Context: an optimization exercise on an open-source flow, tuned for small area, a short achievable clock period and few clock cycles per item. The choices shown serve that exercise and are no tape-out recipe. In this exercise RTL edits were held to simulation tests only and were not proved equivalent to the original. Power figures rest on the tool's default switching activity, not on a simulated workload.

// rtc_seconds_to_calendar
module rtc_seconds_to_calendar (
  input  logic          clk,
  input  logic          rst,
  input  logic          cmd_valid,
  output logic          cmd_stall,
  input  logic [72:0]   cmd,
  output logic          res_valid,
  input  logic          res_stall,
  output logic [56:0]   res
);
  logic        p0_valid, p1_valid, p2_valid;
  logic        p0_op, p1_op, p2_op;
  logic [31:0] p0_d;
  logic [38:0] p1_d;
  logic [19:0] p2_d;
  logic [39:0] set_d;
  logic        hold;
  logic        set_busy;
  assign hold      = res_valid && res_stall;
  assign set_busy  = (p0_valid && p0_op == rsc_pkg::OP_SET) || (p1_valid && p1_op == rsc_pkg::OP_SET);
  assign cmd_stall = res_stall || (cmd[72] == rsc_pkg::OP_SET && set_busy);
  always_ff @(posedge clk) begin
    if (rst) begin
      p0_valid  <= 1'b0;
      p1_valid  <= 1'b0;
      p2_valid  <= 1'b0;
      res_valid <= 1'b0;
    end else if (!hold) begin
      p0_valid  <= cmd_valid && !cmd_stall;
      p1_valid  <= p0_valid;
      p2_valid  <= p1_valid;
      res_valid <= p2_valid;
    end
  end
  always_ff @(posedge clk) begin
    if (!hold) begin
      p0_op <= cmd[72];
      p0_d  <= cmd[71:40];
    end
    if (cmd_valid && !cmd_stall && cmd[72] == rsc_pkg::OP_SET) begin
      set_d <= cmd[39:0];
    end
  end
  logic [11:0] ys, yc;
  logic [3:0]  na, nb;
  rsc_split u_split (
    .x  (p0_d[31:4]),
    .ys (ys),
    .yc (yc)
  );
  rsc_mod15 u_mod15 (
    .v  (p0_d[31:0]),
    .na (na),
    .nb (nb)
  );
  always_ff @(posedge clk) begin
    if (!hold) begin
  ...
Size: roughly 1,200 cells after synthesis, roughly 210 flip-flops.
clock: 7.5 ns
lec_check: 0
abc_clock_period_in_ps: 3000
cap_margin: 20
core_margin: 2
core_utilization: 40
cts_cluster_diameter: 100
cts_cluster_size: 28
place_density: 0.6
setup_slack_margin: 3.8
slew_margin: 20
standard.sh (not shown) runs the stock make flow with config.mk's settings and CLKGATE_MAP_FILE= SYNTH_SCRIPT=/design/flow/synth_recipe.tcl, a recipe that flattens the netlist after the stock synthesis.
==> flow/flow/run.sh <==
#!/bin/bash
# The standard layout (standard.sh), with the input and output port buffers made from
# sky130_fd_sc_hd__buf_1 instead of the cell buffer_ports picks by default.
set -euo pipefail
export BUFFER_PORTS_ARGS="-buffer_cell sky130_fd_sc_hd__buf_1"
bash standard.sh > standard.log 2>&1
Testbench counts at the start, summed over its fixed seeds: cycles 32,174, items 32,000.
Next try:
--- a/flow/config.mk
+++ b/flow/config.mk
@@ -14,3 +14,3 @@
 export PLACE_DENSITY = 0.6
-export SETUP_SLACK_MARGIN = 3.8
+export SETUP_SLACK_MARGIN = 4.2
 export SLEW_MARGIN = 20
Hold slack gets better by 0.0071 ns.
Wire length rises by 3.8%.
Synthesized cell count stays the same.
Worst setup slack gets better by 0.20 ns.
Next try:
--- a/flow/config.mk
+++ b/flow/config.mk
@@ -14,3 +14,4 @@
 export PLACE_DENSITY = 0.6
-export SETUP_SLACK_MARGIN = 4.2
+export SETUP_SLACK_MARGIN = 4.0
 export SLEW_MARGIN = 20
+export TNS_END_PERCENT = 20
Outcome: Die area does not change. Routed wire length is lower slightly. Cell area is lower by a few percent.
Next try:
--- a/flow/config.mk
+++ b/flow/config.mk
@@ -11,4 +11,2 @@
 export CORE_UTILIZATION = 40
-export CTS_CLUSTER_DIAMETER = 100
-export CTS_CLUSTER_SIZE = 28
 export PLACE_DENSITY = 0.6
@@ -16,2 +14 @@
 export SLEW_MARGIN = 20
-export TNS_END_PERCENT = 20
=> The new run produced a clean layout. Clock skew drops by 0.0046 ns. Power rose by 7.1%. Design area goes up by 2.2%. Sequential cell count stays the same. Sequential power hardly moves. Via count is higher by 0.73%. Cell count increases by 1.3%. Setup slack degrades by 0.0053 ns. Wire length barely changes. Utilization grows by 1.0 points. Die area is unchanged.


rev 12:
Another version of the RTL of rtc_seconds_to_calendar (not shown whole).
For scale: about 1200 cells after synthesis, about 210 flip-flops, ~14000 um2 of cells after synthesis.
Design rtc_seconds_to_calendar, start of the top module:
module rtc_seconds_to_calendar (
  input  logic          clk,
  input  logic          rst,
  input  logic          cmd_valid,
  output logic          cmd_stall,
  input  logic [72:0]   cmd,
  output logic          res_valid,
  input  logic          res_stall,
  output logic [56:0]   res
);
clock: 7.5 ns
lec_check: 0
abc_clock_period_in_ps: 2800
cap_margin: 20
core_margin: 2
core_utilization: 40
place_density: 0.6
setup_slack_margin: 4.3
slew_margin: 20
run.sh (not shown) runs the stock make flow with config.mk's settings and CLKGATE_MAP_FILE= SYNTH_SCRIPT=/design/flow/synth_recipe.tcl, a recipe that flattens the netlist after the stock synthesis.
Stock flow here: none of the scripts above is used.
Rev 12 has completed all stages; timing, DRC and antenna checks passed.
Testbench counts of rev 12, summed over its fixed seeds: cycles 32,174, items 32,000.
[inputs] rev 13 vs rev 12
- swapping 2800 for 3000 in ABC_CLOCK_PERIOD_IN_PS
- swapping 4.3 for 4.0 in SETUP_SLACK_MARGIN
==> flow/flow/run.sh (new file) <==
#!/bin/bash
# The standard layout (standard.sh), with the input and output port buffers made from
# sky130_fd_sc_hd__buf_1 instead of the cell buffer_ports picks by default.
set -euo pipefail
export BUFFER_PORTS_ARGS="-buffer_cell sky130_fd_sc_hd__buf_1"
bash standard.sh > standard.log 2>&1
==> flow/standard.sh (new file) <==
#!/bin/bash
# synth_recipe.tcl (not shown) runs the flow's synth.tcl, then flattens the netlist and writes it again
# the make line also repeats each setting of config.mk as NAME=value (left out here)
make -C /OpenROAD-flow-scripts/flow DESIGN_CONFIG=/design/flow/config.mk WORK_HOME=/design/flow/orfs CLKGATE_MAP_FILE= SYNTH_SCRIPT=/design/flow/synth_recipe.tcl "${@:-finish}"
removed: flow/run.sh
==> run notes <==
- Hold slack (higher): rev 12
- Measured against each other, rev 13 and rev 12 differ in combinational cell fraction of total power, the higher figure coming from rev 12.
- The higher layout overhead on the synthesized area of rev 13 and rev 12 is in rev 12.

## afterwards: timing with drivers on the ports
In the flow no input, the clock included, has a driving cell. The finished layouts below were timed again as built, in two steps.
Step 1 sets driving cells, clkbuf_16 on the clock port and buf_2 on the other inputs (assumed; they add their load-dependent delay and slew).
Step 2, shift: input delay + t, output delay - t, t = (earliest + latest rising clock arrival at the registers) / 2. This alone moves slack from input paths to output paths.
Slacks: no drivers / after step 1 / after step 2; pairs: no drivers / after step 1.
| run | t (ns) | slack for setup (ns) | worst setup path after step 2 |
|---|---|---|---|
| the first run of note 1 | 0.528 | 3.912 / 3.882 / 3.527 | input to register |
| the second run of note 1 | 0.536 | 4.112 / 4.072 / 4.018 | input to register |
| the third run of note 1 | 0.528 | 4.022 / 3.979 / 3.938 | input to register |
| the fourth run of note 1 | 0.594 | 4.016 / 3.990 / 3.755 | input to register |
| rev 12 | 0.585 | 3.836 / 3.836 / 3.836 | register to register |
| rev 13 | 0.578 | 3.842 / 3.842 / 3.717 | input to register |
After both steps every run listed still meets setup and hold. For the first run of note 1, which loses most, drivers alone change the setup slack by -0.030 ns; drivers and shift together by -0.385 ns.
